Background: an optimization exercise with open tools, aiming at small area and a short achievable clock period. Do not read the settings as production practice. RTL that was checked went through simulation tests only; none was proved equivalent to the original. Power is estimated from default activity; no workload was simulated.

Design cciChannel, start of the top module:
module cciChannel #(
	parameter int WordLinesPerBlock = 8192
) (
	input logic clk,
	input logic reset,
	input logic inValid,
	input logic [ccPkg::CellCount*ccPkg::WordWidth-1:0] inWords,
	output logic inCredit,
	output logic outValid,
	output logic [ccPkg::CellCount*ccPkg::VoltWidth-1:0] outVth,
	input logic outCredit
);
	localparam int CellCount = ccPkg::CellCount;
	localparam int VoltWidth = ccPkg::VoltWidth;
	localparam int LineBits = CellCount * VoltWidth;
	localparam int RowBits = CellCount * (VoltWidth + 1);
	logic laneValid;
	logic laneFirst;
	logic sumFirstQ;
	logic [LineBits-1:0] laneVictim;
	logic [LineBits-1:0] laneStep;
	logic [RowBits-1:0] rowA;
	logic [RowBits-1:0] rowB;
	logic [CellCount-1:0] lowCarry;
	logic sumValid;
	logic [RowBits-1:0] rowAQ;
	logic [RowBits-1:0] rowBQ;
	logic [CellCount-1:0] lowCarryQ;
	logic [LineBits-1:0] cellVth;
	wordLineLoader #(
		.WordLinesPerBlock(WordLinesPerBlock)
	) i_loader (
		.clk(clk),
		.reset(reset),
		.inValid(inValid),
		.inWords(inWords),
		.laneValid(laneValid),
		.laneFirst(laneFirst),
		.laneVictim(laneVictim),
		.laneStep(laneStep)
	);
	for (genvar c = 0; c < CellCount; c++)
	begin : gCell
		couplingCell i_cell (
			.victim(laneVictim[c*VoltWidth +: VoltWidth]),
  ...
For scale: roughly 8000 cells after synthesis, ~2100 flip-flops, roughly 770 I/O pins.
clock: 7.5 ns
lec_check: 0
cap_margin: 20
core_margin: 2
core_utilization: 40
place_density: 0.6
setup_slack_margin: 5
slew_margin: 20
run.sh (not shown) runs the stock make flow with config.mk's settings and CLKGATE_MAP_FILE= SYNTH_SCRIPT=/design/flow/synth_recipe.tcl, a recipe that flattens the netlist after the stock synthesis.
Change:
Settings changed: SETUP_SLACK_MARGIN 5 to 4.0.
Worst setup slack got worse by 0.20 ns.
Count of clock-buffer cells in the layout went up by 19.
Design area decreases by 9.8%.
Cell count goes down by 4.1%.
Area after synthesis stays the same.
Change:
Settings changed: SETUP_SLACK_MARGIN 4.0 to 4.5.
Combinational power grows by about 4%. Sequential share of layout area shrinks by 1.1 points. Worst setup slack is better by 0.25 ns. Fmax grows by 8.0%. Wire length grows by 2.3%.

* * *

Setup of run A:
Another version of the RTL of cciChannel (not shown whole).
For scale: ~8000 cells after synthesis, about 2100 flip-flops, roughly 770 I/O pins, about 100000 sq um of cells after synthesis.
Design cciChannel, start of the top module:
module cciChannel #(
	parameter int WordLinesPerBlock = 8192
) (
	input logic clk,
	input logic reset,
	input logic inValid,
	input logic [ccPkg::CellCount*ccPkg::WordWidth-1:0] inWords,
	output logic inCredit,
	output logic outValid,
	output logic [ccPkg::CellCount*ccPkg::VoltWidth-1:0] outVth,
	input logic outCredit
);
export LEC_CHECK = 0
export CAP_MARGIN = 20
export CORE_MARGIN = 2
export CORE_UTILIZATION = 55
export PLACE_DENSITY = 0.6
export SETUP_SLACK_MARGIN = 4.5
export SLEW_MARGIN = 20
create_clock -name core_clock -period 7.5 [get_ports {clk}]
standard.sh (not shown) runs the stock make flow with config.mk's settings and CLKGATE_MAP_FILE= SYNTH_SCRIPT=/design/flow/synth_recipe.tcl, a recipe that flattens the netlist after the stock synthesis.
==> flow/flow/run.sh <==
#!/bin/bash
# The standard layout, with plain buffers on the ports instead of the delay
# cells buffer_ports picks by default. Make's output goes to standard.log;
# each ORFS step keeps its own log under orfs/logs.
set -euo pipefail
bash standard.sh "BUFFER_PORTS_ARGS=-buffer_cell sky130_fd_sc_hd__buf_1" finish > standard.log 2>&1
Run A: done, clean on timing, DRC and antenna
What run B does differently from run A at the input level:
- a change of PLACE_DENSITY from 0.6 to 0.72
- a change of CORE_UTILIZATION from 55 to 65
--- outcome ---
- | buffer share of cell area | run B vs run A | ≈ equal |
- Max layout-stage area growth over the synthesis result across run A and run B: run A
- Compared run B against run A; sequential power within noise.
- Floorplan check, run B vs run A: die outline smaller in run B
- Comparing run A and run B, the lower first-pass GRT wire length was measured on run B.
- Run B against run A: overall power shows a reduction of 0.42%; fraction of area in registers now sits higher; final wirelength went down.
For run C, these inputs were changed with respect to run B:
- PLACE_DENSITY changed from 0.72 to 0.6
- CORE_UTILIZATION changed from 65 to 40
-- flow/flow/run.sh --
<<< run B, line 5
set -euo pipefail
bash standard.sh "BUFFER_PORTS_ARGS=-buffer_cell sky130_fd_sc_hd__buf_1" finish > standard.log 2>&1
>>> run C, line 5
set -euo pipefail
bash standard.sh "BUFFER_PORTS_ARGS=-buffer_cell sky130_fd_sc_hd__buf_2" finish > standard.log 2>&1
### Flow results
Run C: design area is 3500 sq um higher than what run B reported.
Period utilization delta (run B -> run C): insignificant
Of run B and run C, run C shows the higher overall power consumption, with run B below it.
Input-level comparison between run D and run C:
- CORE_UTILIZATION now 55, was 40
- TNS_END_PERCENT now 50, previously not set
-- flow/flow/run.sh --
<<< run C, line 5
set -euo pipefail
bash standard.sh "BUFFER_PORTS_ARGS=-buffer_cell sky130_fd_sc_hd__buf_2" finish > standard.log 2>&1
>>> run D, line 5
set -euo pipefail
bash standard.sh "BUFFER_PORTS_ARGS=-buffer_cell sky130_fd_sc_hd__buf_1" finish > standard.log 2>&1
--- outcome ---
Going from run C to run D, number of global-route vias before repair fell by 340, number of clock buffers inserted by TritonCTS down 6. When the final numbers for run D and run C were put side by side, the all-layer global routing usage turned out to be smaller in run C. | worst setup slack | run D vs run C | better |. Re power: run D is about 0.9% down on run C. Taking run C as the reference, in run D data arrival time of the critical path moved down, number of vias per cell after detailed routing shows an increase of 8.2%. Comparing run D and run C, the lower routed wire length was measured on run D. Compared with run C, run D ends up with less cell area. When run D is measured against run C, its leakage dissipation turns out 4.0% lower.

* * *

cciChannel, a different RTL version from the one above (not shown whole).
Size: about 8200 cells after synthesis, about 770 I/O pins, about 0.10 mm² of cells after synthesis.
==> flow/config.mk <==
export PLATFORM = sky130hd
export DESIGN_NAME = cciChannel
export DESIGN_NICKNAME = cciChannel
export VERILOG_FILES = /design/flow/design.v
export SDC_FILE = /design/flow/constraint.sdc
export NUM_CORES = 4
export LEC_CHECK = 0
export CAP_MARGIN = 20
export CORE_MARGIN = 2
export CORE_UTILIZATION = 40
export PLACE_DENSITY = 0.6
export SETUP_SLACK_MARGIN = 3.5
export SLEW_MARGIN = 20
==> flow/constraint.sdc <==
create_clock -name core_clock -period 7.5 [get_ports {clk}]
set_input_delay 1.5000 -clock core_clock [delete_from_list [all_inputs] [get_ports {clk}]]
set_output_delay 1.5000 -clock core_clock [all_outputs]
set_load 0.01 [all_outputs]
run.sh (not shown) runs the stock make flow with config.mk's settings and CLKGATE_MAP_FILE= SYNTH_SCRIPT=/design/flow/synth_recipe.tcl, a recipe that flattens the netlist after the stock synthesis.
Stock flow here: none of the scripts above is used.
The first run completed without violations.
Edit:
Settings changed: SETUP_SLACK_MARGIN 3.5 to not set.
Result:
- The changed run passed the timing, DRC and antenna checks
- design area stays flat
- non-clock buffer count is lower by 3
- utilization barely changes
- worst setup slack is worse by 0.66 ns
- via count hardly moves
- maximum frequency goes down by 14%
- critical path depth is lower by 2
No functional check of the RTL was part of any run of this note.

* * *

## v56
RTL: one of the versions met above, not the one the previous note started from.
Size: ~8000 cells after synthesis, ~2100 flip-flops, ~770 I/O pins, about 100000 sq um of cells after synthesis.
// cciChannel
module cciChannel #(
	parameter int WordLinesPerBlock = 8192
) (
	input logic clk,
	input logic reset,
	input logic inValid,
	input logic [ccPkg::CellCount*ccPkg::WordWidth-1:0] inWords,
	output logic inCredit,
	output logic outValid,
	output logic [ccPkg::CellCount*ccPkg::VoltWidth-1:0] outVth,
	input logic outCredit
);
clock: 7.5 ns
lec_check: 0
cap_margin: 20
core_margin: 2
core_utilization: 55
place_density: 0.6
setup_slack_margin: 4.3
slew_margin: 20
standard.sh (not shown) runs the stock make flow with config.mk's settings and CLKGATE_MAP_FILE= SYNTH_SCRIPT=/design/flow/synth_recipe.tcl, a recipe that flattens the netlist after the stock synthesis.
==> flow/flow/run.sh <==
#!/bin/bash
# The standard layout, with plain buffers on the ports instead of the delay
# cells buffer_ports picks by default. Make's output goes to standard.log;
# each ORFS step keeps its own log under orfs/logs.
set -euo pipefail
bash standard.sh "BUFFER_PORTS_ARGS=-buffer_cell sky130_fd_sc_hd__buf_1" finish > standard.log 2>&1
v56 did not stop at any stage, and its layout met the timing, DRC and antenna checks.
--- input diff v56..v13 ---
- CTS_BUF_LIST now sky130_fd_sc_hd__clkbuf_8, previously not set
- CORE_UTILIZATION now 40, was 55
- SETUP_SLACK_MARGIN now 4.5, was 4.3
- CTS_CLUSTER_SIZE now 30, previously not set
==> flow/run.sh (new file) <==
#!/bin/bash
# synth_recipe.tcl (not shown) runs the flow's synth.tcl, then flattens the netlist and writes it again
# the make line also repeats each setting of config.mk as NAME=value (left out here)
make -C /OpenROAD-flow-scripts/flow DESIGN_CONFIG=/design/flow/config.mk WORK_HOME=/design/flow/orfs CLKGATE_MAP_FILE= SYNTH_SCRIPT=/design/flow/synth_recipe.tcl finish
removed: flow/flow/run.sh
removed: flow/standard.sh
Going from v56 to v13, number of clock buffers in the layout grew by more than a quarter. Compared to v56, v13 has maximum level of the CTS H-tree 1 higher. When v13 is measured against v56, its logic depth of the worst setup path including buffers turns out 7 lower. v13 vs v56 — endpoint arrival time on the critical path dropped 1960 ps.
Here is what was changed in the inputs of v55 compared with v13.
- removing CTS_CLUSTER_SIZE (formerly 30)
- removing CTS_BUF_LIST (formerly sky130_fd_sc_hd__clkbuf_8)
Findings:
- v55 | stages: all done | timing, DRC, antenna: all pass
- From v55 to v13, area enclosed by the die boundary did not move at all.
- v55 against v13: final standard cell count with taps included and fillers excluded fell about 1.7%, portion of total power attributed to combinational logic went down 0.6 points, setup slack grew by 180 ps.
> inputs changed (v55 -> v14)
- changing CORE_UTILIZATION from 40 to 55
- changing SETUP_SLACK_MARGIN from 4.5 to 4.7
==> flow/flow/run.sh (new file) <==
#!/bin/bash
# The standard layout, with plain buffers on the ports instead of the delay
# cells buffer_ports picks by default. Make's output goes to standard.log;
# each ORFS step keeps its own log under orfs/logs.
set -euo pipefail
bash standard.sh "BUFFER_PORTS_ARGS=-buffer_cell sky130_fd_sc_hd__buf_1" finish > standard.log 2>&1
==> flow/standard.sh (new file) <==
#!/bin/bash
# synth_recipe.tcl (not shown) runs the flow's synth.tcl, then flattens the netlist and writes it again
# the make line also repeats each setting of config.mk as NAME=value (left out here)
make -C /OpenROAD-flow-scripts/flow DESIGN_CONFIG=/design/flow/config.mk WORK_HOME=/design/flow/orfs CLKGATE_MAP_FILE= SYNTH_SCRIPT=/design/flow/synth_recipe.tcl "${@:-finish}"
removed: flow/run.sh
[summary]
Compared with v55, v14 shows a worst path setup slack after routing that is 5.8 ps lower. Delta (v14 minus v55): clock power neither gained nor lost much, routed wire length decreased by about 1.3% relative to the old numbers, final worst-path cycle share neither gained nor lost much, non-clock buffer instance count of the final layout went up about 13%, minimum clock period after layout climbed 5.8 ps. v55 reports its dominant kind of cell as flip-flops and latches while v14 reports multi-input gates. Looking at cell-internal power, v14 sits above v55.

-- port drivers added, routing unchanged --
Ports are ideal in the flow. The routed layouts listed here were re-timed in OpenROAD.
Step 1 (the two cells are an assumption about what drives the block):
set clk [get_ports {clk}]
set_driving_cell -lib_cell sky130_fd_sc_hd__clkbuf_16 $clk
set_driving_cell -lib_cell sky130_fd_sc_hd__buf_2 [delete_from_list [all_inputs] $clk]
Step 2 moves the port delays by t, midway between the first and last clock arrival at a register: inputs arrive t later, outputs are due t later. That takes back most of the time a late clock gives input paths.
Three values: ideal ports, drivers, drivers and shift; two values: the first two.
run | shift t [ns] | setup WS [ns] | hold slack, ns | cell pins on the clock port's net
the first run of note 1 | 0.959 | 4.248 / 4.156 / 3.654 | 0.340 / 0.340 / 0.340 | 1
the second run of note 1 | 0.933 | 4.050 / 3.961 / 3.098 | 0.341 / 0.341 / 0.341 | 1
the third run of note 1 | 0.956 | 4.305 / 4.212 / 3.574 | 0.340 / 0.340 / 0.340 | 1
run A | 0.938 | 4.360 / 4.272 / 3.664 | 0.336 / 0.336 / 0.336 | 1
run B | 0.922 | 4.363 / 4.273 / 3.703 | 0.338 / 0.338 / 0.338 | 1
run C | 0.936 | 4.361 / 4.271 / 3.638 | 0.335 / 0.335 / 0.335 | 1
run D | 0.931 | 4.418 / 4.329 / 3.590 | 0.341 / 0.341 / 0.341 | 1
the first run of note 3 | 0.952 | 3.500 / 3.399 / 2.748 | 0.318 / 0.318 / 0.318 | 1
the second run of note 3 | 0.930 | 2.839 / 2.749 / 2.441 | 0.339 / 0.339 / 0.339 | 1
v56 | 0.928 | 4.294 / 4.269 / 3.573 | 0.337 / 0.337 / 0.337 | 1
v13 | 1.142 | 4.180 / 4.091 / 3.352 | 0.330 / 0.330 / 0.330 | 1
v55 | 0.936 | 4.365 / 4.270 / 3.588 | 0.332 / 0.332 / 0.332 | 1
v14 | 0.932 | 4.359 / 4.271 / 3.594 | 0.340 / 0.340 / 0.340 | 1
After both steps setup and hold are still met in every run listed. For the second run of note 1, which loses most, drivers alone change the setup slack by -0.089 ns; drivers and shift together by -0.952 ns.
